Context: an optimization exercise on an open-source flow, tuned for small area, a short achievable clock period and few clock cycles per item. The choices shown serve that exercise and are no tape-out recipe. RTL that was checked went through simulation tests only; none was proved equivalent to the original. Only the layout flow was run in runs 1 and 2; the RTL was not checked for function there. Power and IR drop assume default switching activity.

==> flow/design.v <==
package srsc_pkg;
    localparam int ADDR_W      = 32;
    localparam int PROTO_W     = 8;
    localparam int THR_W       = 16;
    localparam int RPT_CNT_W   = 16;
    localparam int APB_ADDR_W  = 3;
    localparam int APB_DATA_W  = 32;
    localparam logic REG_SCAN_THRESHOLD = 1'b0;
    localparam logic [PROTO_W-1:0]   PROTO_TCP  = 8'd6;
    localparam logic [THR_W-1:0]     THR_RESET  = 16'd100;
    localparam logic [RPT_CNT_W-1:0] RPT_CNT_MAX = 16'hFFFF;
    typedef struct packed {
        logic accept;      
        logic key_dst;     
        logic rd;          
        logic idx_inc;     
        logic wr_new;      
        logic wr_upd;      
        logic set_ovf;     
        logic load_pend;   
        logic push_mid;    
        logic push_end;    
    } t_cmd;
    typedef struct packed {
        logic in_valid;    
        logic in_rpt;      
        logic in_src_ev;   
        logic in_rst_ev;   
        logic at_end;      
        logic full;        
        logic hit;         
        logic qual;        
        logic pend_vld;    
        logic out_free;    
    } t_sts;
endpackage
import srsc_pkg::*;
module syn_rst_scan_counter #(
    parameter int TABLE_DEPTH = 64,
    parameter int COUNT_WIDTH = 16
) (
    input  logic                              i_clk,
    input  logic                              i_rst_n,
    input  logic                              req_valid,
    output logic                              req_ready,
    input  logic                              req_action,
    input  logic [srsc_pkg::PROTO_W-1:0]      req_ip_protocol,
    input  logic [srsc_pkg::ADDR_W-1:0]       req_source_address,
    input  logic [srsc_pkg::ADDR_W-1:0]       req_dest_address,
    input  logic                              req_flag_syn,
    input  logic                              req_flag_ack,
    input  logic                              req_flag_rst,
    output logic                              rsp_valid,
    input  logic                              rsp_ready,
    output logic [srsc_pkg::ADDR_W-1:0]       rsp_reported_address,
    output logic [srsc_pkg::RPT_CNT_W-1:0]    rsp_reported_count,
    output logic                              rsp_entry_valid,
    output logic                              rsp_table_overflowed,
    output logic                              rsp_last_of_report,
    input  logic                              psel,
    input  logic                              penable,
    input  logic                              pwrite,
    input  logic [srsc_pkg::APB_ADDR_W-1:0]   paddr,
    input  logic [srsc_pkg::APB_DATA_W-1:0]   pwdata,
    output logic [srsc_pkg::APB_DATA_W-1:0]   prdata,
    output logic                              pready
);
    localparam int N  = TABLE_DEPTH;
    localparam int W  = COUNT_WIDTH;
    localparam int D  = 3;           
    localparam int QW = $clog2(D + 1);
    logic [THR_W-1:0] r_thr;
    logic             reg_sel;
    assign reg_sel = (paddr[2] == REG_SCAN_THRESHOLD);
    assign pready  = 1'b1;
    assign prdata  = reg_sel ? APB_DATA_W'(r_thr) : '0;
    always_ff @(posedge i_clk) begin
        if (!i_rst_n) r_thr <= THR_RESET;
        else if (psel && penable && pwrite && reg_sel) r_thr <= pwdata[THR_W-1:0];
    end
    logic [ADDR_W-1:0] t_addr [0:N-1];
    logic [W-1:0]      t_cnt  [0:N-1];
    logic [N-1:0]      t_vld;
    logic [N-1:0]      t_pend;       
    logic [N-1:0]      t_pend2;      
    logic              r_ovf;
    logic [N-1:0]      free;         
    always_comb begin
        for (int i = 0; i < N; i++)
            free[i] = !t_vld[i] && ((i == 0) ? 1'b1 : t_vld[(i == 0) ? 0 : i-1]);
    end
    logic              q_rpt  [0:D-1];
    logic              q_two  [0:D-1];
    logic [ADDR_W-1:0] q_key  [0:D-1];
    logic [ADDR_W-1:0] q_key2 [0:D-1];
    logic [QW-1:0]     r_qn;
    logic              r_ready;
    logic              accept, push, pop, src_ev, dst_ev;
    logic [QW-1:0]     qn_next;
    assign req_ready = r_ready;
    assign accept    = req_valid && r_ready;
    assign src_ev    = (req_ip_protocol == PROTO_TCP) && req_flag_syn && !req_flag_ack;
    assign dst_ev    = (req_ip_protocol == PROTO_TCP) && req_flag_rst;
    assign push      = accept && (req_action || src_ev || dst_ev);
    logic              y_evt;        
    logic              y_rpt;        
    logic [ADDR_W-1:0] y_key;
    logic [N-1:0]      y_hit;        
    logic              y_any;        
    logic              y_go;         
    logic              stop;
    logic              rpt_free;
    logic         h_vld, x_adv, step2, fwd;
    logic [N-1:0] cam, x_hit;
    assign h_vld = (r_qn != '0);
    always_comb begin
        for (int i = 0; i < N; i++) cam[i] = t_vld[i] && (t_addr[i] == q_key[0]);
    end
    assign fwd   = y_evt && !y_any && (y_key == q_key[0]);
    assign x_hit = cam | (fwd ? free : '0);
    assign x_adv = h_vld && y_go;
    assign step2 = x_adv && !q_rpt[0] && q_two[0];
    assign pop   = x_adv && (q_rpt[0] || !q_two[0]);
    assign qn_next = r_qn + QW'(push) - QW'(pop);
    always_ff @(posedge i_clk) begin
        if (!i_rst_n) begin
            r_qn    <= '0;
            r_ready <= 1'b0;
        end else begin
            r_qn    <= qn_next;
            r_ready <= (qn_next != QW'(D));
        end
    end
    for (genvar k = 0; k < D; k++) begin : g_q
        always_ff @(posedge i_clk) begin
            if (push && ((pop ? r_qn - 1'b1 : r_qn) == QW'(k))) begin
                q_rpt[k]  <= req_action;
                q_two[k]  <= src_ev && dst_ev;
                q_key[k]  <= src_ev ? req_source_address : req_dest_address;
                q_key2[k] <= req_dest_address;
            end else if (pop) begin
                if (k < D - 1) begin
                    q_rpt[k]  <= q_rpt[(k < D - 1) ? k + 1 : k];
                    q_two[k]  <= q_two[(k < D - 1) ? k + 1 : k];
                    q_key[k]  <= q_key[(k < D - 1) ? k + 1 : k];
                    q_key2[k] <= q_key2[(k < D - 1) ? k + 1 : k];
                end
            end else if (k == 0 && step2) begin
                q_two[k] <= 1'b0;
                q_key[k] <= q_key2[k];
            end
        end
    end
    always_ff @(posedge i_clk) begin
        if (!i_rst_n) begin
            y_evt <= 1'b0;
            y_rpt <= 1'b0;
        end else if (y_go) begin
            y_evt <= h_vld && !q_rpt[0];
            y_rpt <= h_vld && q_rpt[0];
        end
    end
    always_ff @(posedge i_clk) begin
        if (y_go) begin
            y_key <= q_key[0];
            y_hit <= x_hit;
            y_any <= |x_hit;
        end
    end
    logic [N-1:0] frz;           
    logic [N-1:0] h_hit, alloc, bump, sat;
    logic         y_apply;
    assign stop    = |t_pend2;
    assign y_apply = y_evt && !stop;
    assign y_go    = !(y_evt && stop) && !(y_rpt && !rpt_free);
    assign h_hit   = y_apply ? y_hit : '0;
    assign alloc   = (y_apply && !y_any) ? free : '0;
    always_comb begin
        for (int i = 0; i < N; i++) sat[i] = &t_cnt[i];
    end
    assign bump = (t_pend | h_hit) & ~frz & ~sat;
    always_ff @(posedge i_clk) begin
        if (!i_rst_n) begin
            t_vld   <= '0;
            t_pend  <= '0;
            t_pend2 <= '0;
            r_ovf   <= 1'b0;
        end else begin
            t_vld   <= t_vld | alloc;
            t_pend  <= (frz & (t_pend | h_hit)) | (~frz & (t_pend2 | (t_pend & h_hit)));
            t_pend2 <= (frz & (t_pend2 | (t_pend & h_hit))) | (~frz & t_pend2 & h_hit);
            if (y_apply && !y_any && t_vld[N-1]) r_ovf <= 1'b1;
        end
    end
    for (genvar i = 0; i < N; i++) begin : g_slot
        logic [W-1:0] ones;
        always_comb begin
            ones[0] = 1'b1;
            for (int b = 1; b < W; b++) ones[b] = ones[b-1] & t_cnt[i][b-1];
        end
        always_ff @(posedge i_clk) begin
            if (!i_rst_n) t_cnt[i] <= W'(1);
            else          t_cnt[i] <= t_cnt[i] ^ (bump[i] ? ones : '0);
        end
        always_ff @(posedge i_clk) begin
            if (alloc[i]) t_addr[i] <= y_key;
        end
    end
    logic         rpt_go;        
    logic         rpt_scan;      
    logic         rpt_prime;     
    logic [N-1:0] rpt_mask;      
    logic [N-1:0] rpt_pick;      
    logic         rpt_ovf;
    logic [N-1:0] qual, pick, rest;
    logic         out_free, load;
    logic         r_out_vld;
    logic [ADDR_W-1:0]    r_out_addr;
    logic [RPT_CNT_W-1:0] r_out_cnt;
    logic                 r_out_ent;
    logic                 r_out_ovf;
    logic                 r_out_last;
    logic [ADDR_W-1:0]    mux_addr;
    logic [W-1:0]         mux_cnt;
    assign out_free = !r_out_vld || rsp_ready;
    assign load     = rpt_scan && !rpt_prime && out_free;
    assign rpt_free = (!rpt_scan || (load && rpt_mask == '0)) && (t_pend == '0);
    assign rpt_go   = y_rpt && rpt_free;
    assign frz      = rpt_mask | rpt_pick;
    always_comb begin
        for (int i = 0; i < N; i++) qual[i] = t_vld[i] && (t_cnt[i] > W'(r_thr));
    end
    logic [N-1:0] below [0:6];
    assign below[0] = {rpt_mask[N-2:0], 1'b0};
    for (genvar l = 0; l < 6; l++) begin : g_pfx
        assign below[l+1] = below[l] | (below[l] << (1 << l));
    end
    assign pick = rpt_mask & ~below[6];
    assign rest = rpt_mask & below[6];
    always_comb begin
        mux_addr = '0;
        mux_cnt  = '0;
        for (int i = 0; i < N; i++) begin
            mux_addr = mux_addr | (rpt_pick[i] ? t_addr[i] : '0);
            mux_cnt  = mux_cnt  | (rpt_pick[i] ? t_cnt[i]  : '0);
        end
    end
    always_ff @(posedge i_clk) begin
        if (!i_rst_n) begin
            rpt_scan  <= 1'b0;
            rpt_prime <= 1'b0;
            rpt_mask  <= '0;
            rpt_pick  <= '0;
            r_out_vld <= 1'b0;
        end else begin
            if (rpt_go) rpt_scan <= 1'b1;
            else if (load && rpt_mask == '0) rpt_scan <= 1'b0;
            rpt_prime <= rpt_go;
            if (rpt_go) begin
                rpt_mask <= qual;
            end else if (rpt_prime || load) begin
                rpt_mask <= rest;
                rpt_pick <= pick;
            end
            if (load) r_out_vld <= 1'b1;
            else if (rsp_ready) r_out_vld <= 1'b0;
        end
    end
    always_ff @(posedge i_clk) begin
        if (rpt_go) begin
            rpt_ovf <= r_ovf;
        end
        if (load) begin
            r_out_addr <= mux_addr;
            r_out_cnt  <= mux_cnt;
            r_out_ent  <= (rpt_pick != '0);
            r_out_ovf  <= rpt_ovf;
            r_out_last <= (rpt_mask == '0);
        end
    end
    assign rsp_valid            = r_out_vld;
    assign rsp_reported_address = r_out_addr;
    assign rsp_reported_count   = r_out_cnt;
    assign rsp_entry_valid      = r_out_ent;
    assign rsp_table_overflowed = r_out_ovf;
    assign rsp_last_of_report   = r_out_last;
endmodule
==> flow/constraint.sdc <==
create_clock -name core_clock -period 8.0 [get_ports {i_clk}]
set_input_delay 1.6000 -clock core_clock [delete_from_list [all_inputs] [get_ports {i_clk}]]
set_output_delay 1.6000 -clock core_clock [all_outputs]
set_load 0.01 [all_outputs]
==> flow/run.sh <==
#!/bin/bash
# synth_recipe.tcl (not shown) runs the flow's synth.tcl, then flattens the netlist and writes it again
# the make line also repeats each setting of config.mk as NAME=value (left out here)
make -C /OpenROAD-flow-scripts/flow DESIGN_CONFIG=/design/flow/config.mk WORK_HOME=/design/flow/orfs CLKGATE_MAP_FILE= SYNTH_SCRIPT=/design/flow/synth_recipe.tcl finish
==> flow/config.mk <==
export PLATFORM = sky130hd
export DESIGN_NAME = syn_rst_scan_counter
export DESIGN_NICKNAME = syn_rst_scan_counter
export VERILOG_FILES = /design/flow/design.v
export SDC_FILE = /design/flow/constraint.sdc
export NUM_CORES = 4
export LEC_CHECK = 0
export CAP_MARGIN = 20
export CORE_MARGIN = 2
export CORE_UTILIZATION = 40
export PLACE_DENSITY = 0.6
export SLEW_MARGIN = 20
==> metrics.md, run 1 <==
| Metric | Value |
|---|---|
| Initial Util | `0.4018` |
| Syn avg cell area | `11.31 sq um` |
| Mapped cell area | `193800 sq um` |
| Syn Inst Count | `around 17000` |
| Number of synthesis warnings | `8` |
| Distinct cells, synth | `76` |
| Post-synthesis register bit count | `3764` |
| Synth Flop Type | `edfxtp_1` |
| H-tree lvl count | `5` |
| Number of clock sinks | `3764` |
| Largest net degree at the start of global routing | `203` |
| GRT Util Overall | `0.7371` |
| Post-CTS Hold Fix Bufs | `0` |
| Die H | `approximately 700 um` |
| Number of synthesized flops with an enable pin | `~2400` |
| GR Overflow Total | `2099` |
| Last stage the flow got to | `global routing (5_1_grt)` |
| Placed Area | `208600 sq um` |
| Vias in the first global route | `between 150k and 200k` |
| Tool error | `[ERROR GRT-0116] Global routing finished with congestion. Check the congestion regions in the DRC Viewer.` |
| Status | `stopped before the end` |
| Post-CTS setup buffers | `0` |
| IO Port Bufs | `approximately 170` |
| CTS root buf | `clkbuf_16` |
| Post-cts resize count | `0` |
| CTS max path bufs | `4` |
| Global-route wire length before repair | `2416000 um` |
| Async SR Flop Fraction | `0` |
| Cts bufs inserted | `437` |
| DPL Wire Length | `1195000 um` |
| I/O Pins | `204` |
| Post-synthesis sequential area ratio | `0.5125` |
| GPL Wtd Cong | `between 1 and 1.5` |
| Site Rows | `about 260` |
| Die Wd | `700.1 um` |
[cell families after synthesis]
family,share of synthesized area
xor+xnor,0.1317
compound gates,0.1237
buf+inv,0.02480
mux,0.009432
flops,0.5125
simple gates,0.1274
fa+ha+maj,0.07043
other cells,0.00003875
[worst min-delay path by stage]
stage                                       from                      to  slack [ns]  cells past startpoint
after floorplan                rpt_ovf$_DFFE_PP_     r_out_ovf$_DFFE_PP_        0.40                      0
after global placement    t_pend2[56]$_SDFF_PN0_  t_pend2[56]$_SDFF_PN0_        0.45                      2
after detailed placement  t_pend2[18]$_SDFF_PN0_  t_pend2[18]$_SDFF_PN0_        0.46                      2
after CTS                 t_pend2[14]$_SDFF_PN0_  t_pend2[14]$_SDFF_PN0_        0.46                      2
[cells in the mapped netlist (61+ instances only)]
library cell / count / area share
and3_1: 249 / 0.0080
nand2_1: 630 / 0.012
inv_1: 259 / 0.0050
o21ai_0: 344 / 0.0089
a21o_1: 161 / 0.0062
a221oi_1: 793 / 0.036
and2_1: 75 / 0.0024
o21a_1: 159 / 0.0062
or4_1: 61 / 0.0024
a21oi_1: 494 / 0.013
nor2_1: 1234 / 0.024
and4_1: 75 / 0.0034
edfxtp_1: 2395 / 0.37
xor2_1: 1571 / 0.071
xnor2_1: 1343 / 0.061
nand3_1: 581 / 0.015
a22o_1: 768 / 0.035
buf_1: 148 / 0.0029
nand2b_1: 220 / 0.0071
mux2_4: 63 / 0.0049
nor4_1: 366 / 0.012
nor2b_1: 133 / 0.0043
dfxtp_1: 1369 / 0.14
o22ai_1: 65 / 0.0021
ha_1: 1091 / 0.070
nor3_1: 191 / 0.0049
a31oi_1: 90 / 0.0029
clkbuf_1: 783 / 0.015
nand4_1: 827 / 0.027
[metal layers]
| metal | track usage | overflow |
|---|---|---|
| met1 | 0.7600 | 32 |
| met2 | 0.8750 | 1208 |
| met3 | 0.6031 | 28 |
| met4 | 0.6922 | 828 |
| met5 | 0.3219 | 3 |
[stage by stage]
stage | worst slack (ns) | power, mW | util | instances
after floorplan | 0.02013 | 32.08 | - | 17150
after global placement | 1.886 | 44.59 | 0.4318 | 23540
after detailed placement | 1.869 | 44.54 | 0.4324 | 23560
after CTS | 2.007 | 65.42 | 0.4631 | 24380
[power by group through the flow]
| stage | Sequential [mW] | Clock [mW] | Combinational, mW |
|---|---|---|---|
| floorplan | 24.5 | 0 | 7.60 |
| global placement | 23.9 | 0 | 20.7 |
| detailed placement | 23.9 | 0 | 20.6 |
| CTS | 23.5 | 21.2 | 20.7 |
==> inputs of run 2 (changes only) <==
==> flow/flow/run.sh (new file) <==
#!/bin/bash
# The standard layout (the standard.sh: standard synthesis, floorplan, place,
# CTS, route), except that the I/O port buffers that global placement inserts
# are plain sky130_fd_sc_hd__buf_4 cells instead of the delay cells buffer_ports
# picks on its own. Every port still gets its own buffer.
# make's full output goes to standard.log; each ORFS step keeps its own log
# under orfs/logs/.
set -euo pipefail
export BUFFER_PORTS_ARGS="-buffer_cell sky130_fd_sc_hd__buf_4"
bash standard.sh > standard.log 2>&1
==> flow/standard.sh (new file) <==
#!/bin/bash
# synth_recipe.tcl (not shown) runs the flow's synth.tcl, then flattens the netlist and writes it again
# the make line also repeats each setting of config.mk as NAME=value (left out here)
make -C /OpenROAD-flow-scripts/flow DESIGN_CONFIG=/design/flow/config.mk WORK_HOME=/design/flow/orfs CLKGATE_MAP_FILE= SYNTH_SCRIPT=/design/flow/synth_recipe.tcl "${@:-finish}"
--- a/flow/config.mk
+++ b/flow/config.mk
@@ -11,2 +11,3 @@
 export PLACE_DENSITY = 0.6
+export SETUP_SLACK_MARGIN = 3.8
 export SLEW_MARGIN = 20
removed: flow/run.sh
==> run 2 against run 1 <==
The flow again stops in global routing (5_1_grt). Synthesized cell count stayed put. Area after synthesis stayed put.
==> metrics.md, run 2 <==
| Metric | Value |
|---|---|
| Status | `stopped before the end` |
| Last stage the flow got to | `global routing (5_1_grt)` |
| Tool error | `[ERROR GRT-0116] Global routing finished with congestion. Check the congestion regions in the DRC Viewer.` |
| Placed instance count | `23600 (+0.20%)` |
| Post-synthesis sequential area ratio | `0.5125 (unchanged)` |
| Site Rows | `255 (unchanged)` |
| Syn Inst Count | `17140 (unchanged)` |
| Number of synthesized flops with an enable pin | `2395 (unchanged)` |
| Syn avg cell area | `11.31 sq um (unchanged)` |
| Mapped cell area | `193800 sq um (unchanged)` |
| Die H | `700.1 um (unchanged)` |
| CTS root buf | `clkbuf_16` |
| Cts bufs inserted | `443 (+1.4%)` |
| Commonest cells post-synth | `edfxtp_1 (2395), xor2_1 (1571), dfxtp_1 (1369)` |
| GPL Wtd Cong | `1.267 (-1.0%)` |
| IO Port Bufs | `168 (unchanged)` |
| GR Overflow Total | `2898` |
| DPL Wire Length | `1213000 um (+1.5%)` |
| Placed Area | `208800 sq um (about the same)` |
| Async SR Flop Fraction | `0 (unchanged)` |
| GRT Util Overall | `0.7594` |
| Post-synthesis register bit count | `3764 (unchanged)` |
| Die Wd | `700.1 um (unchanged)` |
| Number of clock sinks | `3764 (unchanged)` |
| Number of synthesis warnings | `8 (unchanged)` |
| H-tree lvl count | `5 (unchanged)` |
| I/O Pins | `204 (unchanged)` |
| Most frequent cell after synthesis | `edfxtp_1` |
| CTS max path bufs | `4 (unchanged)` |
| Initial Util | `0.4018 (unchanged)` |
| Global-route wire length before repair | `around 2500000 um` |
| Distinct cells, synth | `76 (unchanged)` |
| Largest net degree at the start of global routing | `approximately 170` |
| Synth Flop Type | `edfxtp_1` |
| Post-CTS Hold Fix Bufs | `0 (unchanged)` |
| Yosys top cell area share | `0.3711 (unchanged)` |
| Area leader, netlist | `edfxtp_1` |
| Vias in the first global route | `approximately 200k` |
| Top cells by area, synth | `edfxtp_1 (37%), dfxtp_1 (14%), xor2_1 (7.1%)` |
==> run 2: cell counts after synthesis <==
No cell type changed its count.
==> run 2: per-stage QoR <==
| step | hold WS, ns | power, mW | setup WS, ns |
|---|---|---|---|
| 2_1_floorplan | 0.4003 | 32.09 | 2.894 |
| 3_3_place_gp | 0.4332 | 44.48 | 2.315 |
| 3_5_place_dp | 0.4366 | 44.41 | 2.290 |
| 4_1_cts | 0.4401 | 66.98 | 3.445 |
==> run 2: worst max path at each step <==
| stage | startpoint | end | slack [ns] | depth (start not counted) |
|---|---|---|---|---|
| floorplan | rpt_mask[27]$_SDFFE_PN0P_ | q_key[0][0]$_DFFE_PP_ | 2.89 | 8 |
| global placement | rsp_ready | q_key2[1][13]$_DFFE_PP_ | 2.31 | 9 |
| detailed placement | rsp_ready | q_key2[1][19]$_DFFE_PP_ | 2.29 | 8 |
| CTS | rpt_mask[27]$_SDFFE_PN0P_ | q_key2[0][6]$_DFFE_PP_ | 3.45 | 16 |
==> run 2: timing repair <==
item,4_1_cts
gates cloned,41
buffers inserted,115
pin swaps,58
resized for setup,320
endpoints found under the setup margin,3087
endpoints found under the hold margin,0
==> run 2: layer usage <==
metal,global-route usage,overflow
met4,0.7075,1064
met1,0.7862,49
met3,0.6247,51
met5,0.3057,8
met2,0.9004,1726
==> run 2: cell families after synthesis <==
| kind of cell | share of synthesized area |
|---|---|
| buf+inv | 0.02480 |
| fa+ha+maj | 0.07043 |
| other cells | 0.00003875 |
| xor+xnor | 0.1317 |
| mux | 0.009432 |
| simple gates | 0.1274 |
| flops | 0.5125 |
| compound gates | 0.1237 |
==> run 2: power by group through the flow <==
stage	Sequential (mW)	Combinational [mW]	Clock, mW
2_1_floorplan	24.5	7.63	0
3_3_place_gp	24.0	20.5	0
3_5_place_dp	24.0	20.4	0
4_1_cts	23.4	21.6	22.0
==> inputs of run 3 (changes only) <==
--- a/flow/design.v
+++ b/flow/design.v
@@ -172,3 +172,6 @@
     logic         y_apply;
-    assign stop    = |t_pend2;
+    logic [N-1:0] pend_nx, pend2_nx;
+    logic         r_stop;        
+    logic         r_pend_any;    
+    assign stop    = r_stop;
     assign y_apply = y_evt && !stop;
@@ -180,13 +183,19 @@
     end
-    assign bump = (t_pend | h_hit) & ~frz & ~sat;
-    always_ff @(posedge i_clk) begin
-        if (!i_rst_n) begin
-            t_vld   <= '0;
-            t_pend  <= '0;
-            t_pend2 <= '0;
-            r_ovf   <= 1'b0;
+    assign bump     = (t_pend | h_hit) & ~frz & ~sat;
+    assign pend_nx  = (frz & (t_pend | h_hit)) | (~frz & (t_pend2 | (t_pend & h_hit)));
+    assign pend2_nx = (frz & (t_pend2 | (t_pend & h_hit))) | (~frz & t_pend2 & h_hit);
+    always_ff @(posedge i_clk) begin
+        if (!i_rst_n) begin
+            t_vld      <= '0;
+            t_pend     <= '0;
+            t_pend2    <= '0;
+            r_stop     <= 1'b0;
+            r_pend_any <= 1'b0;
+            r_ovf      <= 1'b0;
         end else begin
-            t_vld   <= t_vld | alloc;
-            t_pend  <= (frz & (t_pend | h_hit)) | (~frz & (t_pend2 | (t_pend & h_hit)));
-            t_pend2 <= (frz & (t_pend2 | (t_pend & h_hit))) | (~frz & t_pend2 & h_hit);
+            t_vld      <= t_vld | alloc;
+            t_pend     <= pend_nx;
+            t_pend2    <= pend2_nx;
+            r_stop     <= |pend2_nx;
+            r_pend_any <= |pend_nx;
             if (y_apply && !y_any && t_vld[N-1]) r_ovf <= 1'b1;
@@ -210,8 +219,6 @@
     logic         rpt_scan;      
-    logic         rpt_prime;     
     logic [N-1:0] rpt_mask;      
-    logic [N-1:0] rpt_pick;      
     logic         rpt_ovf;
     logic [N-1:0] qual, pick, rest;
-    logic         out_free, load;
+    logic         out_free, load, last;
     logic         r_out_vld;
@@ -225,6 +232,6 @@
     assign out_free = !r_out_vld || rsp_ready;
-    assign load     = rpt_scan && !rpt_prime && out_free;
-    assign rpt_free = (!rpt_scan || (load && rpt_mask == '0)) && (t_pend == '0);
+    assign load     = rpt_scan && out_free;
+    assign rpt_free = !rpt_scan && !r_pend_any;
     assign rpt_go   = y_rpt && rpt_free;
-    assign frz      = rpt_mask | rpt_pick;
+    assign frz      = rpt_mask;
     always_comb begin
@@ -239,2 +246,3 @@
     assign rest = rpt_mask & below[6];
+    assign last = (rest == '0);
     always_comb begin
@@ -243,4 +251,4 @@
         for (int i = 0; i < N; i++) begin
-            mux_addr = mux_addr | (rpt_pick[i] ? t_addr[i] : '0);
-            mux_cnt  = mux_cnt  | (rpt_pick[i] ? t_cnt[i]  : '0);
+            mux_addr = mux_addr | (pick[i] ? t_addr[i] : '0);
+            mux_cnt  = mux_cnt  | (pick[i] ? t_cnt[i]  : '0);
         end
@@ -250,5 +258,3 @@
             rpt_scan  <= 1'b0;
-            rpt_prime <= 1'b0;
             rpt_mask  <= '0;
-            rpt_pick  <= '0;
             r_out_vld <= 1'b0;
@@ -256,10 +262,5 @@
             if (rpt_go) rpt_scan <= 1'b1;
-            else if (load && rpt_mask == '0) rpt_scan <= 1'b0;
-            rpt_prime <= rpt_go;
-            if (rpt_go) begin
-                rpt_mask <= qual;
-            end else if (rpt_prime || load) begin
-                rpt_mask <= rest;
-                rpt_pick <= pick;
-            end
+            else if (load && last) rpt_scan <= 1'b0;
+            if (rpt_go) rpt_mask <= qual;
+            else if (load) rpt_mask <= rest;
             if (load) r_out_vld <= 1'b1;
@@ -275,5 +276,5 @@
             r_out_cnt  <= mux_cnt;
-            r_out_ent  <= (rpt_pick != '0);
+            r_out_ent  <= (rpt_mask != '0);
             r_out_ovf  <= rpt_ovf;
-            r_out_last <= (rpt_mask == '0);
+            r_out_last <= last;
         end
==> run 3 against run 2 <==
The run now finishes clean. Synthesized cell count rose by 1.4%. Area after synthesis rose by 0.62%.
==> metrics.md, run 3 <==
| Metric | Value |
|---|---|
| Worst hold stages | `0` |
| Storage cell area | `98150 sq um` |
| Setup TNS Final | `0 ns` |
| WL final | `961500 um` |
| Drt pass-1 iters | `14` |
| Worst hold path endpoint | `rpt_ovf$_DFFE_PP_` |
| Syn Inst Count | `17380 (+1.4%)` |
| Mapped cell area | `195000 sq um (+0.62%)` |
| I/O Pins | `204 (unchanged)` |
| Clock slew at the register clock pins of the worst setup and hold paths | `0.06 ns` |
| Min-delay worst type | `flip-flop to flip-flop` |
| CTS tree | `yes` |
| Distinct cells, synth | `87 (+14%)` |
| R2R Path End | `r_out_addr[22]$_DFFE_PP_` |
| Initial Util | `0.4014 (about the same)` |
| Status | `no timing/DRC/antenna violations` |
| Async SR Flop Fraction | `0 (unchanged)` |
| Finished Core Util | `0.4607` |
| DPL Wire Length | `661600 um (-45%)` |
| DR vias/cell | `6.700` |
| Slew headroom | `0.07949` |
| Crit path max fanout | `6` |
| CTS root buf | `clkbuf_16` |
| Maximum VDD drop | `about 0.00038 V` |
| Core Region | `485900 sq um` |
| Fin crit share | `0.6307` |
| Setup violators final | `0` |
| Max frequency | `~200 MHz` |
| Share of layout cells above drive strength 1 | `0.1127` |
| Minimum clock period | `between 5 and 6 ns` |
| Yosys top cell area share | `0.3688 (-0.002305)` |
| Die H | `702.3 um (+0.31%)` |
| IO Port Bufs | `168 (unchanged)` |
| WL/cell | `39.09 um` |
| Number of synthesis warnings | `8 (unchanged)` |
| CP Data Required Time | `8.88 ns` |
| Antenna violations before repair | `105` |
| Synth Flop Type | `edfxtp_1` |
| Commonest non-fill, non-tap cell in the layout | `edfxtp_1` |
| Commonest cells after routing, fill and taps aside | `edfxtp_1 (2395), xnor2_1 (1595), xor2_1 (1309)` |
| Site Rows | `256 (+0.39%)` |
| Unrepaired setup endpoints after global routing | `yes` |
| Type of origin of the critical path | `flip-flop` |
| Most frequent cell after synthesis | `edfxtp_1` |
| R2R depth | `10` |
| Layout area overhead | `14.79%` |
| Pins Over Slew Limit | `0` |
| Arrival time worst endpoint | `5.93 ns` |
| Residual DRC | `0` |
| Commonest cells post-synth | `edfxtp_1 (2395), xnor2_1 (1596), xor2_1 (1313)` |
| Area of the multi-input gates | `95490 sq um` |
| Area leader, netlist | `edfxtp_1` |
| Fillers | `~45000` |
| Largest registers | `t_addr (2048), t_cnt (1024)` |
| Top cells by area, synth | `edfxtp_1 (37%), dfxtp_1 (13%), xnor2_1 (7.2%)` |
| R2r startpoint | `rpt_mask[0]$_SDFFE_PN0P_` |
| Flip-flop count of the largest register after layout | `2048` |
| Number of synthesized flops with an enable pin | `2395 (unchanged)` |
| Skew final | `0.1628 ns` |
| Leakage | `81.88 nW` |
| Largest net degree at the start of global routing | `105` |
| Hold Vio Cnt, Final | `0` |
| R2R setup slack | `2.95 ns` |
| Post-CTS Hold Fix Bufs | `0 (unchanged)` |
| Max Cap Viol | `0` |
| ANT nets after route | `0` |
| GPL Wtd Cong | `1.082 (-15%)` |
| Post-synthesis register bit count | `3701 (-1.7%)` |
| GRT Util Overall | `0.3713` |
| Hold Startpoint | `r_ovf$_SDFFE_PN0P_` |
| Hold Slack | `0.4452 ns` |
| Worst-margin pin slew | `1.381 ns` |
| H-tree lvl count | `5 (unchanged)` |
| CTS max path bufs | `4 (unchanged)` |
| Post-synthesis sequential area ratio | `0.5028 (-0.009650)` |
| Pwr dens | `roughly 280 nW/um^2` |
| Number of clock sinks | `3701 (-1.7%)` |
| Design area | `223900 sq um` |
| Clock latency on the worst-skew pair | `between 1 and 1.5 ns` |
| CP Capture Type | `flip-flop` |
| Initial DRC count | `~31000` |
| Syn avg cell area | `11.22 sq um (-0.77%)` |
| DR vias | `164800` |
| Global-route wire length before repair | `1266000 um` |
| Die footprint | `493200 sq um` |
| GR Overflow Total | `0` |
| Placed Area | `206000 sq um (-1.3%)` |
| Vias in the first global route | `148300` |
| Top reg by flops | `t_addr` |
| Cts bufs inserted | `407 (-8.1%)` |
| Die Wd | `702.3 um (+0.31%)` |
| Final nets | `18950` |
| CP Class | `flip-flop to flip-flop` |
==> run 3: changes by cell type after synthesis, sizes merged, moves of 100 or more <==
cell	change
xnor2	+253
xor2	-258
nor2b	+144
a221oi	-549
clkbuf	-128
and2	+899
a222oi	+258
o21ai	-100
nand2	+467
a22o	-573
nor2	-761
a22oi	+532
==> run 3: layout make-up <==
class                           count  area share
Antenna cell                       69   0.0007713
Inverter                          202    0.003666
Multi-Input combinational cell  12610      0.4265
Clock buffer                      558     0.05060
Sequential cell                  3701      0.4385
Clock inverter                    184    0.008876
Tap cell                         6450     0.03605
Timing Repair Buffer              821     0.03504
==> run 3: worst max-delay path by stage <==
stage	from	to	slack, ns	cells after the start
final	rpt_mask[0]$_SDFFE_PN0P_	r_out_addr[22]$_DFFE_PP_	2.95	10
after global routing	rpt_mask[0]$_SDFFE_PN0P_	r_out_addr[22]$_DFFE_PP_	3.05	10
after CTS	rpt_mask[0]$_SDFFE_PN0P_	r_out_cnt[1]$_DFFE_PP_	3.74	10
after detailed placement	rpt_mask[3]$_SDFFE_PN0P_	r_out_cnt[1]$_DFFE_PP_	2.10	9
after global placement	rpt_mask[3]$_SDFFE_PN0P_	r_out_cnt[1]$_DFFE_PP_	2.19	9
after floorplan	r_stop$_SDFF_PN0_	t_addr[12][0]$_DFFE_PP_	3.20	9
==> run 3: critical path, stage by stage, from the launching register on <==
cell and delay (ns):
dfxtp_4 0.43, or4_4 0.17, nor3b_4 0.05, clkbuf_16 0.15, a222oi_1 0.66, nand2_1 0.20, a221oi_4 0.50, nand4_1 0.55
a221oi_2 0.38, nand4_1 0.92, or4_4 0.90
==> run 3: cell families (layout without fill, tap and decap cells) <==
| family | count (synthesis) | in the layout | synth area share |
|---|---|---|---|
| and+or+nand+nor | 5435 | 5436 | 0.1517 |
| DFF | 3701 | 3701 | 0.5028 |
| AOI/OAI and AO/OA | 3052 | 3052 | 0.1170 |
| xor gates and xnor gates | 2909 | 2909 | 0.1306 |
| adders and majority gates | 1093 | 1093 | 0.07010 |
| buffers and inverters | 1087 | 1765 | 0.02188 |
| muxes | 101 | 101 | 0.005819 |
| other | 2 | 86 | 0.00003851 |
==> run 3: timing repair <==
| item | CTS | global route |
|---|---|---|
| endpoints found under the setup margin | 2004 | 120 |
| pin swaps | 89 | 90 |
| cloned | 12 | 15 |
| setup buffers | 43 | 77 |
| gates resized for setup | 317 | 187 |
==> run 3: report_power, final <==
part | internal, mW | switching, mW | leakage, nW
clock | 11.0 | 8.50 | 6.53
combinational | 5.22 | 15.7 | 42.9
sequential | 22.7 | 0.546 | 32.4
==> run 3: per-stage QoR <==
stage / setup WS, ns / cells / total power [mW]
floorplan: 3.205 / 17400 / 32.26
global placement: 2.188 / 23600 / 41.50
detailed placement: 2.097 / 23620 / 41.58
CTS: 3.736 / 24410 / 61.50
global route: 3.052 / 24530 / 63.67
finish: 2.955 / 24590 / 63.66
==> run 3: routing by layer <==
metal / share of wire / routed length [um] / vias to the layer above / track usage
met1: 0.36 / 341700 / 81330 / 0.4622
met2: 0.40 / 385100 / 13880 / 0.5236
met5: 0.00079 / 757 / - / 0.003235
met4: 0.094 / 90510 / 54 / 0.2751
li1: - / - / 66170 / -
met3: 0.15 / 143400 / 3332 / 0.1373
Testbench counts of run 3, summed over its fixed seeds: cycles 4,194, items 3,200.
==> inputs of run 4 (changes only) <==
==> flow/run.sh (new file) <==
#!/bin/bash
# synth_recipe.tcl (not shown) runs the flow's synth.tcl, then flattens the netlist and writes it again
# the make line also repeats each setting of config.mk as NAME=value (left out here)
make -C /OpenROAD-flow-scripts/flow DESIGN_CONFIG=/design/flow/config.mk WORK_HOME=/design/flow/orfs CLKGATE_MAP_FILE= SYNTH_SCRIPT=/design/flow/synth_recipe.tcl finish
removed: flow/flow/run.sh
removed: flow/standard.sh
==> run 4 against run 3 <==
Combinational power is essentially flat. Clock power grew 3%. Cell count grew 0.43%. Synthesized cell count did not move. Hold slack lost 0.0037 ns. Wire length up 0.45%. Worst setup slack improved by 0.012 ns. Die area is the same. Register-to-register slack about the same. Core utilization increased by 0.60 points. Area after synthesis unchanged. Still clean.
==> metrics.md, run 4 <==
| Metric | Value |
|---|---|
| Die H | `702.3 um (unchanged)` |
| GPL Wtd Cong | `1.074 (-0.75%)` |
| Post-CTS Hold Fix Bufs | `0 (unchanged)` |
| Fillers | `44520 (-0.33%)` |
| Distinct cells, synth | `87 (unchanged)` |
| GRT Util Overall | `0.3730 (+0.001682)` |
| Clk pwr share | `0.313 (+0.007)` |
| Syn avg cell area | `11.22 sq um (unchanged)` |
| Sw frac | `0.3833 (-0.005428)` |
| Vias in the first global route | `148000 (-0.25%)` |
| Storage cell area | `98150 sq um (about the same)` |
| Die Wd | `702.3 um (unchanged)` |
| Most frequent cell after synthesis | `edfxtp_1` |
| Crit path max-delay family | `simple AND/OR/NAND/NOR gates` |
| Pins Over Slew Limit | `0 (unchanged)` |
| IO Port Bufs | `168 (unchanged)` |
| Final nets | `19030 (+0.43%)` |
| Status | `no timing/DRC/antenna violations` |
| DR vias/cell | `6.649 (-0.75%)` |
| Synth Flop Type | `edfxtp_1` |
| WL/cell | `39.10 um (about the same)` |
| Internal | `39.54 mW (+1.6%)` |
| Cells along the critical path | `buf_6 > and2_4 > buf_12 > a222oi_1 > nand2_1 > a221oi_4 > nand4_1 > a221oi_2 > nand4_1 > or4_4` |
| DR vias | `164200 (-0.33%)` |
| Commonest cells post-synth | `edfxtp_1 (2395), xnor2_1 (1596), xor2_1 (1313)` |
| Commonest cells after routing, fill and taps aside | `edfxtp_1 (2395), xnor2_1 (1596), xor2_1 (1306)` |
| Placed Area | `206500 sq um (+0.25%)` |
| Min-delay worst type | `flip-flop to flip-flop` |
| Area leader, netlist | `edfxtp_1` |
| Unrepaired setup endpoints after global routing | `yes` |
| Worst Path Buf+Inv | `2 (+1)` |
| Worst-margin pin slew | `1.412 ns (+0.03111 ns)` |
| Crit path max fanout | `24 (+18)` |
| Mapped cell area | `195000 sq um (unchanged)` |
| CP Class | `flip-flop to flip-flop` |
| Post-synthesis register bit count | `3701 (unchanged)` |
| Clock latency on the worst-skew pair | `1.12 ns (-0.04 ns)` |
| Antenna violations before repair | `91 (-13%)` |
| DPL Wire Length | `666800 um (+0.78%)` |
| Die footprint | `493200 sq um (unchanged)` |
| Top reg by flops | `t_addr` |
| Number of synthesized flops with an enable pin | `2395 (unchanged)` |
| Global-route wire length before repair | `1270000 um (+0.27%)` |
| CP Data Required Time | `8.84 ns (-0.04 ns)` |
| Site Rows | `256 (unchanged)` |
| Skew final | `0.1516 ns (-0.01118 ns)` |
| CTS root buf | `clkbuf_16` |
| Drt pass-1 iters | `11 (-3)` |
| Setup TNS Final | `0 ns (unchanged)` |
| Initial DRC count | `29670 (-5.0%)` |
| WL final | `965800 um (+0.45%)` |
| Leakage | `82.85 nW (+1.2%)` |
| ANT nets after route | `0 (unchanged)` |
| GR Overflow Total | `0 (unchanged)` |
| Type of origin of the critical path | `flip-flop` |
| PnR worst setup slack | `2.967 ns (+0.01220 ns)` |
| Number of clock sinks | `3701 (unchanged)` |
| Pwr dens | `282.7 nW/um^2 (-0.57%)` |
| Number of synthesis warnings | `8 (unchanged)` |
| Fin crit share | `0.6291 (-0.001525)` |
| Async SR Flop Fraction | `0 (unchanged)` |
| Minimum clock period | `5.033 ns (-0.01220 ns)` |
| Setup violators final | `0 (unchanged)` |
| H-tree lvl count | `5 (unchanged)` |
| Largest net degree at the start of global routing | `239 (+130%)` |
| Flip-flop count of the largest register after layout | `2048 (unchanged)` |
| Arrival time worst endpoint | `5.87 ns (-0.06 ns)` |
| Max frequency | `198.7 MHz (+0.24%)` |
| Core Region | `485900 sq um (unchanged)` |
| Maximum VDD drop | `0.0004101 V (+8.6%)` |
| Layout area overhead | `16.28%` |
| Max Cap Viol | `0 (unchanged)` |
| Post-synthesis sequential area ratio | `0.5028 (unchanged)` |
| Share of layout cells above drive strength 1 | `0.1129 (+0.0002354)` |
| I/O Pins | `204 (unchanged)` |
| Cts bufs inserted | `409 (+0.49%)` |
| Dpl ws | `2.046 ns (-0.05107 ns)` |
| Clock slew at the register clock pins of the worst setup and hold paths | `0.06 ns (about the same)` |
| Hold Vio Cnt, Final | `0 (unchanged)` |
| Slew headroom | `0.05875 (-0.02074)` |
| Sequential share of power | `0.360 (-0.005)` |
| Initial Util | `0.4014 (unchanged)` |
| Design area | `226800 sq um (+1.3%)` |
| Commonest non-fill, non-tap cell in the layout | `edfxtp_1` |
| Critical Path Max Stage Delay | `0.93 ns (about the same)` |
| Slowest-stage cell, CP | `nand4_1` |
| Area of the multi-input gates | `96010 sq um (+0.55%)` |
| Residual DRC | `0 (unchanged)` |
| Syn Inst Count | `17380 (unchanged)` |
| CTS max path bufs | `4 (unchanged)` |
| Top cells by area, synth | `edfxtp_1 (37%), dfxtp_1 (13%), xnor2_1 (7.2%)` |
| Yosys top cell area share | `0.3688 (unchanged)` |
| CP Capture Type | `flip-flop` |
| Sw Pwr | `24.58 mW (-0.68%)` |
| CTS tree | `yes` |
| Crit path top cell by count | `nand4_1` |
| Largest registers | `t_addr (2048), t_cnt (1024)` |
| Comb pwr share | `0.327 (-0.002)` |
[run 4: power groups by stage]
stage | Clock, mW | Sequential [mW] | Combinational, mW
2_1_floorplan | 0 | 24.1 | 8.16
3_3_place_gp | 0 | 23.7 | 17.9
3_5_place_dp | 0 | 23.7 | 18.0
4_1_cts | 20.0 | 23.1 | 18.9
5_1_grt | 20.7 | 23.1 | 20.4
6_report | 20.1 | 23.1 | 21.0
[run 4: per-layer routing]
metal | wire length, um | vias to the layer above | part of all wire | GRT usage
met1 | 342900 | 81100 | 0.35 | 0.4639
met2 | 386500 | 13430 | 0.40 | 0.5267
met3 | 141800 | 3292 | 0.15 | 0.1319
met4 | 93990 | 30 | 0.097 | 0.2849
li1 | - | 66360 | - | -
met5 | 638 | - | 0.00066 | 0.006275
[run 4: cells by family after synthesis]
kind of cell               after synthesis  synth area share
other                                    2        0.00003851
adders and majority gates             1093           0.07010
DFF                                   3701            0.5028
xor gates and xnor gates              2909            0.1306
AOI/OAI and AO/OA                     3052            0.1170
muxes                                  101          0.005819
buffers and inverters                 1087           0.02188
and+or+nand+nor                       5435            0.1517
[run 4: path summary, 6_finish.rpt]
path	from	endpoint	slack, ns	cells after the start
worst max-delay path	rpt_mask[4]$_SDFFE_PN0P_	r_out_addr[22]$_DFFE_PP_	2.97	10
worst min-delay path	r_ovf$_SDFFE_PN0P_	rpt_ovf$_DFFE_PP_	0.44	0
worst max register to register	rpt_mask[4]$_SDFFE_PN0P_	r_out_addr[22]$_DFFE_PP_	2.97	10
worst min register to register	r_ovf$_SDFFE_PN0P_	rpt_ovf$_DFFE_PP_	0.44	0
[run 4: area by class of cell]
type	count	share of cell area
Clock inverter	237	0.01164
Clock buffer	529	0.04936
Multi-Input combinational cell	12610	0.4234
Antenna cell	70	0.0007725
Timing Repair Buffer	900	0.04236
Tap cell	6450	0.03559
Sequential cell	3701	0.4328
Inverter	202	0.004022
Timing Repair inverter	1	0.00003862
[run 4: stage by stage]
stage                     power [mW]  cells  utilization  hold WS (ns)
final                          64.12  24700       0.4667        0.4415
after global placement         41.63  23610       0.4247        0.4211
after floorplan                32.26  17400            -        0.4003
after global routing           64.24  24640       0.4664        0.4615
after CTS                      61.98  24490       0.4605        0.4422
after detailed placement       41.66  23620       0.4251        0.4281
[run 4: repair_timing]
item | in CTS | in global routing
pin swaps | 98 | 133
setup buffers | 81 | 109
resized for setup | 416 | 241
endpoints found under the setup margin | 1497 | 464
cloned | 20 | 13
==> inputs of run 5 (changes only) <==
--- a/flow/design.v
+++ b/flow/design.v
@@ -71,3 +71,3 @@
     localparam int QW = $clog2(D + 1);
-    logic [THR_W-1:0] r_thr;
+    logic [THR_W-1:0] r_thr, r_thr_n;
     logic             reg_sel;
@@ -75,6 +75,13 @@
     assign pready  = 1'b1;
-    assign prdata  = reg_sel ? APB_DATA_W'(r_thr) : '0;
-    always_ff @(posedge i_clk) begin
-        if (!i_rst_n) r_thr <= THR_RESET;
-        else if (psel && penable && pwrite && reg_sel) r_thr <= pwdata[THR_W-1:0];
+    logic [THR_W-1:0] thr_rd;
+    assign thr_rd  = ~r_thr_n;
+    assign prdata  = reg_sel ? APB_DATA_W'(thr_rd) : '0;
+    always_ff @(posedge i_clk) begin
+        if (!i_rst_n) begin
+            r_thr   <= THR_RESET;
+            r_thr_n <= ~THR_RESET;
+        end else if (psel && penable && pwrite && reg_sel) begin
+            r_thr   <= pwdata[THR_W-1:0];
+            r_thr_n <= ~pwdata[THR_W-1:0];
+        end
     end
@@ -239,10 +246,23 @@
     end
-    logic [N-1:0] below [0:6];
-    assign below[0] = {rpt_mask[N-2:0], 1'b0};
-    for (genvar l = 0; l < 6; l++) begin : g_pfx
-        assign below[l+1] = below[l] | (below[l] << (1 << l));
-    end
-    assign pick = rpt_mask & ~below[6];
-    assign rest = rpt_mask & below[6];
+    localparam int G  = 8;
+    localparam int NG = N / G;
+    logic [NG-1:0] r_gnz, gnz_nx, glow;
+    logic [N-1:0]  below, mask_nx;
+    always_comb begin
+        for (int g = 0; g < NG; g++) begin
+            glow[g] = 1'b0;
+            for (int h = 0; h < g; h++) glow[g] = glow[g] | r_gnz[h];
+            for (int k = 0; k < G; k++) begin
+                below[g*G+k] = glow[g];
+                for (int j = 0; j < k; j++) below[g*G+k] = below[g*G+k] | rpt_mask[g*G+j];
+            end
+        end
+    end
+    assign pick = rpt_mask & ~below;
+    assign rest = rpt_mask & below;
     assign last = (rest == '0);
+    assign mask_nx = rpt_go ? qual : (load ? rest : rpt_mask);
+    always_comb begin
+        for (int g = 0; g < NG; g++) gnz_nx[g] = |mask_nx[g*G +: G];
+    end
     always_comb begin
@@ -259,2 +279,3 @@
             rpt_mask  <= '0;
+            r_gnz     <= '0;
             r_out_vld <= 1'b0;
@@ -263,4 +284,4 @@
             else if (load && last) rpt_scan <= 1'b0;
-            if (rpt_go) rpt_mask <= qual;
-            else if (load) rpt_mask <= rest;
+            rpt_mask <= mask_nx;
+            r_gnz    <= gnz_nx;
             if (load) r_out_vld <= 1'b1;
--- a/flow/config.mk
+++ b/flow/config.mk
@@ -10,4 +10,5 @@
 export CORE_UTILIZATION = 40
+export CTS_BUF_LIST = sky130_fd_sc_hd__clkbuf_4 sky130_fd_sc_hd__clkbuf_8
 export PLACE_DENSITY = 0.6
-export SETUP_SLACK_MARGIN = 3.8
+export SETUP_SLACK_MARGIN = 4.2
 export SLEW_MARGIN = 20
==> run 5 against run 4 <==
Still clean on timing, DRC and antenna. Via count rose by 2.2%. Synthesized cell count is 0.28% higher. First-iteration DRC count rose by 10%. Flip-flop and latch count increased by 23. Critical path type unchanged. Highest routed layer unchanged.
==> metrics.md, run 5 <==
| Metric | Value |
|---|---|
| Status | `no timing/DRC/antenna violations` |
| Maximum VDD drop | `0.0004040 V (-1.5%)` |
| Vias in the first global route | `150600 (+1.8%)` |
| DPL Wire Length | `654000 um (-1.9%)` |
| Distinct cells, synth | `87 (unchanged)` |
| Slew headroom | `0.08159 (+0.02285)` |
| Minimum clock period | `4.698 ns (-0.3349 ns)` |
| Setup TNS Final | `0 ns (unchanged)` |
| Top cells by area, synth | `edfxtp_1 (37%), dfxtp_1 (14%), ha_1 (7.0%)` |
| Placed Area | `204900 sq um (-0.80%)` |
| Type of origin of the critical path | `flip-flop` |
| Number of synthesis warnings | `7 (-1)` |
| Number of clock sinks | `3724 (+0.62%)` |
| Commonest non-fill, non-tap cell in the layout | `edfxtp_1` |
| Crit path max fanout | `6 (-75%)` |
| Arrival time worst endpoint | `5.71 ns (-0.16 ns)` |
| Core Region | `482400 sq um (-0.72%)` |
| H-tree lvl count | `6 (+1)` |
| Cts bufs inserted | `638 (+56%)` |
| Unrepaired setup endpoints after global routing | `yes` |
| R2R depth | `11 (+1)` |
| Commonest cells after routing, fill and taps aside | `edfxtp_1 (2395), xnor2_1 (1502), xor2_1 (1394)` |
| Largest family of logic cells by synthesized area | `simple AND/OR/NAND/NOR gates` |
| Number of synthesized flops with an enable pin | `2395 (unchanged)` |
| CP Class | `flip-flop to flip-flop` |
| CTS tree | `yes` |
| Min-delay worst type | `flip-flop to flip-flop` |
| Area leader, netlist | `edfxtp_1` |
| Synth Flop Type | `edfxtp_1` |
| Leakage | `80.89 nW (-2.4%)` |
| Most frequent cell after synthesis | `edfxtp_1` |
| Top reg by flops | `t_addr` |
| Global-route wire length before repair | `1280000 um (+0.81%)` |
| Antenna violations before repair | `101 (+11%)` |
| Synth Area in Adders | `0.07071 (+0.0006122)` |
| Pins Over Slew Limit | `0 (unchanged)` |
| Compound-Gate Fraction of Synth Area | `0.1159 (-0.001058)` |
| Async SR Flop Fraction | `0 (unchanged)` |
| Final nets | `19220 (+1.0%)` |
| Dpl ws | `2.060 ns (+0.01336 ns)` |
| Xor and xnor fraction of the mapped netlist area | `0.1313 (+0.0006712)` |
| CTS max path bufs | `4 (unchanged)` |
| Hold Vio Cnt, Final | `0 (unchanged)` |
| Pwr dens | `264.7 nW/um^2 (-6.4%)` |
| WL/cell | `38.94 um (-0.43%)` |
| Fin crit share | `0.5873 (-0.04186)` |
| PnR worst setup slack | `3.302 ns (+0.3349 ns)` |
| Setup violators final | `0 (unchanged)` |
| Worst setup path end | `r_out_addr[12]$_DFFE_PP_` |
| GR Overflow Total | `0 (unchanged)` |
| ANT nets after route | `0 (unchanged)` |
| Worst-margin pin slew | `1.378 ns (-0.03427 ns)` |
| Share of layout cells above drive strength 1 | `0.1310 (+0.01809)` |
| IO Port Bufs | `168 (unchanged)` |
| Yosys top cell area share | `0.3712 (+0.002405)` |
| Largest net degree at the start of global routing | `192 (-20%)` |
| Storage cell area | `98620 sq um (+0.49%)` |
| I/O Pins | `204 (unchanged)` |
| Layout area overhead | `15.55%` |
| DR vias/cell | `6.713 (+0.96%)` |
| Die H | `700.0 um (-0.32%)` |
| Clock latency on the worst-skew pair | `1.43 ns (+0.31 ns)` |
| Die Wd | `700.0 um (-0.32%)` |
| Syn avg cell area | `11.12 sq um (-0.93%)` |
| Multiplexer share of the synthesized area | `0.009318 (+0.003499)` |
| Post-synthesis sequential area ratio | `0.5085 (+0.005656)` |
| Syn Inst Count | `17430 (+0.28%)` |
| CTS root buf | `clkbuf_8` |
| R2r startpoint | `r_gnz[0]$_SDFF_PN0_` |
| Initial Util | `0.4016 (about the same)` |
| GRT Util Overall | `0.3766 (+0.003619)` |
| Post-synthesis register bit count | `3724 (+0.62%)` |
| GPL Wtd Cong | `1.064 (-0.94%)` |
| Largest registers | `t_addr (2048), t_cnt (1024)` |
| R2R setup slack | `3.30 ns (+0.33 ns)` |
| Max Cap Viol | `0 (unchanged)` |
| R2R Path End | `r_out_addr[12]$_DFFE_PP_` |
| Skew final | `0.1621 ns (+0.01052 ns)` |
| Die footprint | `490000 sq um (-0.65%)` |
| CP Capture Type | `flip-flop` |
| Area of the multi-input gates | `94170 sq um (-1.9%)` |
| Post-CTS Hold Fix Bufs | `0 (unchanged)` |
| Drt pass-1 iters | `11 (unchanged)` |
| Clock slew at the register clock pins of the worst setup and hold paths | `0.06 ns (about the same)` |
| Initial DRC count | `32650 (+10%)` |
| Commonest cells post-synth | `edfxtp_1 (2395), xnor2_1 (1502), xor2_1 (1403)` |
| Simple-gate portion of the synthesized area | `0.1400 (-0.01174)` |
| Critical Path Source | `r_gnz[0]$_SDFF_PN0_` |
| DR vias | `167800 (+2.2%)` |
| Fillers | `44540 (+0.034%)` |
| Design area | `223900 sq um (-1.3%)` |
| Finished Core Util | `0.4641 (-0.002563)` |
| CP Data Required Time | `9.02 ns (+0.18 ns)` |
| Residual DRC | `0 (unchanged)` |
| Site Rows | `255 (-0.39%)` |
| Mapped cell area | `193800 sq um (-0.65%)` |
| Hold Slack | `0.4296 ns (-0.01189 ns)` |
| Max frequency | `212.8 MHz (+7.1%)` |
| Flip-flop count of the largest register after layout | `2048 (unchanged)` |
| WL final | `973300 um (+0.77%)` |
[run 5: cell types whose count changed in the layout (fill, tap and decap cells not counted), moves of 88 or more]
| cell | change |
|---|---|
| nor2_1 | +778 |
| and2_1 | -682 |
| clkbuf_8 | +665 |
| clkbuf_16 | -415 |
| clkbuf_4 | +238 |
| nand2_1 | -173 |
| a21oi_1 | +136 |
| a21o_1 | +131 |
| nand4_1 | +123 |
| nor2b_1 | -117 |
| o21a_1 | -104 |
| xnor2_1 | -94 |
| xor2_1 | +88 |
[run 5: cell families (layout without fill, tap and decap cells)]
family | after synthesis | count (layout)
XOR/XNOR | 2905 | 2905
adder cells (fa/ha/maj) | 1096 | 1096
other | 2 | 82
flip-flops | 3724 | 3724
multiplexers | 164 | 164
AND/OR/NAND/NOR | 5286 | 5290
AO/OA/AOI/OAI | 3097 | 3097
buffers and inverters | 1155 | 2214
[run 5: worst min path at each step]
stage                             startpoint                  end  slack, ns  cells past startpoint
after detailed placement  r_ovf$_SDFFE_PN0P_    rpt_ovf$_DFFE_PP_       0.41                      0
after floorplan            rpt_ovf$_DFFE_PP_  r_out_ovf$_DFFE_PP_       0.40                      0
after CTS                 r_ovf$_SDFFE_PN0P_    rpt_ovf$_DFFE_PP_       0.43                      0
after global placement    r_ovf$_SDFFE_PN0P_    rpt_ovf$_DFFE_PP_       0.42                      0
after global routing      r_ovf$_SDFFE_PN0P_    rpt_ovf$_DFFE_PP_       0.45                      0
final                     r_ovf$_SDFFE_PN0P_    rpt_ovf$_DFFE_PP_       0.43                      0
[run 5: layout make-up]
class,instances,area share
timing repair buffer,842,0.04111
inverter,240,0.004515
clock buffer,944,0.05135
tap,6425,0.03590
antenna,65,0.0007265
clock inverter,188,0.005314
multi-input combinational,12570,0.4206
sequential,3724,0.4405
[run 5: report_power, final]
group,switching (mW),leakage [nW],total [mW],internal [mW]
logic,13.8,41.5,18.1,4.28
registers,0.328,32.6,23.1,22.8
clock network,8.70,6.76,18.1,9.40
total,22.8,80.9,59.3,36.4
[run 5: critical path: stages, from the launching register on]
cell and delay, ns:
dfxtp_4 0.39, buf_8 0.16, nor3b_4 0.06, buf_12 0.14, buf_16 0.14, buf_4 0.14
a222oi_1 0.75, and3_1 0.35, nand4_1 0.61, or4_4 0.72, a2111oi_4 0.77, nand3_1 0.18
[run 5: per-layer routing]
metal | vias up | part of all wire | wire length, um | global-route usage
met3 | 3762 | 0.17 | 161000 | 0.1650
li1 | 66750 | - | - | -
met1 | 82110 | 0.35 | 339800 | 0.4646
met2 | 15110 | 0.39 | 379900 | 0.5152
met5 | - | 0.0015 | 1477 | 0.01608
met4 | 70 | 0.094 | 91050 | 0.2791
[run 5: timing repair]
action / in CTS / in global routing
hold endpoints to repair: 0 / 0
setup endpoints to repair: 307 / 298
gates cloned: 22 / 11
buffers inserted: 103 / 76
pin swaps: 159 / 157
resized for setup: 590 / 232
[run 5: metrics by stage]
step,power (mW),cells
6_report,59.26,25000
5_1_grt,59.27,24950
4_1_cts,57.48,24830
3_5_place_dp,39.31,23570
3_3_place_gp,39.25,23560
2_1_floorplan,31.49,17440
Testbench counts of run 5, summed over its fixed seeds: cycles 4,194, items 3,200.
==> inputs of run 6 (changes only) <==
==> flow/flow/run.sh (new file) <==
#!/bin/bash
# The standard layout (the standard.sh: standard synthesis, floorplan, place,
# CTS, route), except that the I/O port buffers that global placement inserts
# are plain sky130_fd_sc_hd__buf_4 cells instead of the delay cells buffer_ports
# picks on its own. Every port still gets its own buffer.
# make's full output goes to standard.log; each ORFS step keeps its own log
# under orfs/logs/.
set -euo pipefail
export BUFFER_PORTS_ARGS="-buffer_cell sky130_fd_sc_hd__buf_4"
bash standard.sh > standard.log 2>&1
==> flow/standard.sh (new file) <==
#!/bin/bash
# synth_recipe.tcl (not shown) runs the flow's synth.tcl, then flattens the netlist and writes it again
# the make line also repeats each setting of config.mk as NAME=value (left out here)
make -C /OpenROAD-flow-scripts/flow DESIGN_CONFIG=/design/flow/config.mk WORK_HOME=/design/flow/orfs CLKGATE_MAP_FILE= SYNTH_SCRIPT=/design/flow/synth_recipe.tcl "${@:-finish}"
removed: flow/run.sh
==> run 6 against run 5 <==
Synthesized cell count unchanged. Sequential power is essentially flat. Critical path depth grew 1. Clock power is 3% higher. Worst setup slack improved by 0.33 ns. Non-clock buffer count rose by 71. Global-route usage is 1.9 points higher. Hold slack got worse by 0.064 ns.
==> metrics.md, run 6 <==
| Metric | Value |
|---|---|
| Skew final | `0.1382 ns (-0.02390 ns)` |
| Placed instance count | `23630 (+0.23%)` |
| WL/cell | `40.63 um (+4.4%)` |
| Slowest-stage cell, CP | `a222oi_1` |
| Cells along the critical path | `buf_6 > buf_8 > nor4_1 > and2_4 > buf_12 > a222oi_1 > nand2_1 > a2111oi_4 > buf_4 > nand4_1 > nor3_4 > nand4_1` |
| CTS tree | `yes` |
| Slew headroom | `0.05451 (-0.02708)` |
| Die H | `700.0 um (unchanged)` |
| Commonest cells post-synth | `edfxtp_1 (2395), xnor2_1 (1502), xor2_1 (1403)` |
| Antenna violations before repair | `132 (+31%)` |
| Max frequency | `228.9 MHz (+7.5%)` |
| Number of synthesized flops with an enable pin | `2395 (unchanged)` |
| IO Port Bufs | `168 (unchanged)` |
| Yosys top cell area share | `0.3712 (unchanged)` |
| Cts bufs inserted | `653 (+2.4%)` |
| Crit path top cell by count | `nand4_1` |
| Min-delay worst type | `input pin to flip-flop` |
| Mapped cell area | `193800 sq um (unchanged)` |
| Internal | `37.07 mW (+1.8%)` |
| Drt pass-1 iters | `13 (+2)` |
| Synth Flop Type | `edfxtp_1` |
| Worst-margin pin slew | `1.418 ns (+0.04062 ns)` |
| Worst Path Buf+Inv | `4 (unchanged)` |
| CP Class | `flip-flop to flip-flop` |
| Async SR Flop Fraction | `0 (unchanged)` |
| CP Capture Type | `flip-flop` |
| Pwr dens | `269.7 nW/um^2 (+1.9%)` |
| Post-synthesis register bit count | `3724 (unchanged)` |
| CP Data Required Time | `9.14 ns (+0.12 ns)` |
| Setup TNS Final | `0 ns (unchanged)` |
| Sequential share of power | `0.382 (-0.008)` |
| Pins Over Slew Limit | `0 (unchanged)` |
| Crit path max fanout | `32 (+26)` |
| R2R depth | `12 (+1)` |
| Largest net degree at the start of global routing | `134 (-30%)` |
| Site Rows | `255 (unchanged)` |
| Status | `no timing/DRC/antenna violations` |
| Area leader, netlist | `edfxtp_1` |
| Distinct cells, synth | `87 (unchanged)` |
| R2R setup slack | `3.63 ns (+0.33 ns)` |
| Top cells by area, synth | `edfxtp_1 (37%), dfxtp_1 (14%), ha_1 (7.0%)` |
| R2r startpoint | `r_gnz[0]$_SDFF_PN0_` |
| Sw frac | `0.3885 (+0.003159)` |
| Clock latency on the worst-skew pair | `1.46 ns (+0.03 ns)` |
| Global-route wire length before repair | `1330000 um (+3.9%)` |
| Commonest non-fill, non-tap cell in the layout | `edfxtp_1` |
| ANT nets after route | `0 (unchanged)` |
| Type of origin of the critical path | `flip-flop` |
| H-tree lvl count | `6 (unchanged)` |
| Initial DRC count | `32060 (-1.8%)` |
| Comb pwr share | `0.311 (+0.006)` |
| Hold Startpoint | `req_dest_address[9]` |
| Finished Core Util | `0.4659 (+0.001800)` |
| CTS root buf | `clkbuf_8` |
| Final Instance Count excl. Fillers | `25100 (+0.40%)` |
| Fin crit share | `0.5461 (-0.04120)` |
| Flip-flop count of the largest register after layout | `2048 (unchanged)` |
| Unrepaired setup endpoints after global routing | `yes` |
| Minimum clock period | `4.369 ns (-0.3296 ns)` |
| Leakage | `81.62 nW (+0.90%)` |
| Max Cap Viol | `0 (unchanged)` |
| Core Region | `482400 sq um (unchanged)` |
| Vias in the first global route | `151200 (+0.35%)` |
| Share of layout cells above drive strength 1 | `0.1447 (+0.01362)` |
| Syn avg cell area | `11.12 sq um (unchanged)` |
| Die footprint | `490000 sq um (unchanged)` |
| Hold Vio Cnt, Final | `0 (unchanged)` |
| Clk pwr share | `0.308 (+0.003)` |
| Number of synthesis warnings | `7 (unchanged)` |
| I/O Pins | `204 (unchanged)` |
| Clock slew at the register clock pins of the worst setup and hold paths | `0.06 ns (about the same)` |
| GRT Util Overall | `0.3954 (+0.01881)` |
| Commonest cells after routing, fill and taps aside | `edfxtp_1 (2395), xnor2_1 (1498), xor2_1 (1394)` |
| Initial Util | `0.4016 (unchanged)` |
| Worst hold stages | `1 (+1)` |
| Largest registers | `t_addr (2048), t_cnt (1024)` |
| Number of clock sinks | `3724 (unchanged)` |
| Die Wd | `700.0 um (unchanged)` |
| Top reg by flops | `t_addr` |
| R2R Path End | `r_out_addr[7]$_DFFE_PP_` |
| Maximum VDD drop | `0.0005310 V (+31%)` |
| Critical Path Max Stage Delay | `1.13 ns (+0.36 ns)` |
| CTS max path bufs | `4 (unchanged)` |
| Residual DRC | `0 (unchanged)` |
| DPL Wire Length | `689100 um (+5.4%)` |
| Crit path max-delay family | `simple AND/OR/NAND/NOR gates` |
| Layout area overhead | `16.00%` |
| DR vias | `168100 (+0.17%)` |
| Post-synthesis sequential area ratio | `0.5085 (unchanged)` |
| Syn Inst Count | `17430 (unchanged)` |
| Final nets | `19310 (+0.47%)` |
| Most frequent cell after synthesis | `edfxtp_1` |
| DR vias/cell | `6.698 (-0.23%)` |
| Worst hold path endpoint | `q_key2[2][9]$_DFFE_PP_` |
| Sw Pwr | `23.55 mW (+3.1%)` |
| WL final | `1020000 um (+4.8%)` |
| Setup violators final | `0 (unchanged)` |
| Arrival time worst endpoint | `5.51 ns (-0.20 ns)` |
| GPL Wtd Cong | `1.060 (-0.35%)` |
| GR Overflow Total | `0 (unchanged)` |
-- run 6: cell counts after synthesis --
No cell type changed its count.
-- run 6: power by group through the flow --
stage | clock (mW) | combinational (mW) | sequential [mW]
after floorplan | 0 | 7.33 | 24.2
after global placement | 0 | 16.2 | 23.5
after detailed placement | 0 | 16.2 | 23.5
after CTS | 18.5 | 17.1 | 23.1
after global routing | 19.4 | 18.1 | 23.1
final | 18.7 | 18.8 | 23.1
-- run 6: how the worst max path moves through the flow --
stage	from	end	slack (ns)	depth (start not counted)
5_1_grt	rpt_mask[2]$_SDFF_PN0_	r_out_addr[14]$_DFFE_PP_	3.94	10
3_5_place_dp	r_gnz[0]$_SDFF_PN0_	r_out_addr[12]$_DFFE_PP_	2.28	9
2_1_floorplan	y_evt$_SDFFE_PN0P_	t_addr[30][0]$_DFFE_PP_	3.41	10
6_report	r_gnz[0]$_SDFF_PN0_	r_out_addr[7]$_DFFE_PP_	3.63	12
4_1_cts	r_gnz[0]$_SDFF_PN0_	r_out_cnt[11]$_DFFE_PP_	3.92	10
3_3_place_gp	r_gnz[0]$_SDFF_PN0_	r_out_addr[6]$_DFFE_PP_	1.63	10
-- run 6: per-layer routing --
metal / global-route usage / share of wire / vias to the layer above
met3: 0.1621 / 0.16 / 3398
li1: - / - / 66990
met4: 0.2889 / 0.091 / 68
met1: 0.4907 / 0.36 / 82830
met5: 0 / 0.00065 / -
met2: 0.5496 / 0.40 / 14810
-- run 6: timing repair --
action	CTS	global route
cloned	30	15
gates resized for setup	522	243
setup endpoints to repair	1366	286
buffers inserted	118	73
hold buffers	0	0
pin swaps	184	120
-- run 6: logic make-up (layout without fill, tap and decap cells) --
family	count (synthesis)	in the layout	synth area share
AOI/OAI and AO/OA	3097	3097	0.1159
xor gates and xnor gates	2905	2905	0.1313
adders and majority gates	1096	1096	0.07071
buffers and inverters	1155	2321	0.02424
DFF	3724	3724	0.5085
muxes	164	164	0.009318
other	2	72	0.00003876
and+or+nand+nor	5286	5293	0.1400
-- run 6: metrics by stage --
stage	instance area [sq um]	setup slack [ns]	hold slack, ns	total power, mW
floorplan	193800	3.411	0.4003	31.49
global placement	204800	1.628	0.4181	39.68
detailed placement	205000	2.276	0.4200	39.73
CTS	222600	3.918	0.3592	58.71
global route	224700	3.938	0.4198	60.61
finish	224800	3.631	0.3659	60.63
-- run 6: final cells by class --
type,instances,area (sq um)
clock inverter,200,1340
multi-input combinational,12570,94280
sequential,3724,98620
inverter,240,1006
timing repair buffer,913,9482
timing repair inverter,1,7.507
clock buffer,967,11860
tap,6425,8039
fill,44740,257600
antenna,55,137.6
-- run 6: worst register-to-register path: cells and delay by family, from the launching register on --
kind / cells / cell delay [ns]
buffers and inverters: 4 / 0.61
AOI/OAI and AO/OA: 2 / 1.55
DFF: 1 / 0.37
and+or+nand+nor: 6 / 1.62

## static timing again, ports no longer ideal
No port has a modelled driver above. Below, the same layouts with a new extraction and two added sets of constraints. Step 1, drivers: a clkbuf_16 drives i_clk and a buf_2 each remaining input, both assumed. Step 2 also shifts input and output timing later by t, the mid clock arrival at the registers, as if the neighbouring blocks saw the same clock. Three values: ideal ports, drivers, drivers and shift; two values: the first two.
run | t, ns | setup slack, ns | hold WS [ns] | pins driven straight from the clock port
run 3 | 1.212 | 2.955 / 2.955 / 2.955 | 0.445 / 0.445 / 0.445 | 1
run 4 | 1.171 | 2.967 / 2.967 / 2.967 | 0.442 / 0.442 / 0.442 | 1
run 5 | 1.478 | 3.302 / 3.302 / 3.220 | 0.430 / 0.430 / 0.430 | 1
run 6 | 1.524 | 3.631 / 3.631 / 3.411 | 0.366 / 0.257 / 0.438 | 1
After both steps every run listed still meets setup and hold. The setup slack of run 6, which loses most, moves by 0.000 ns with the drivers and by -0.220 ns with both steps.
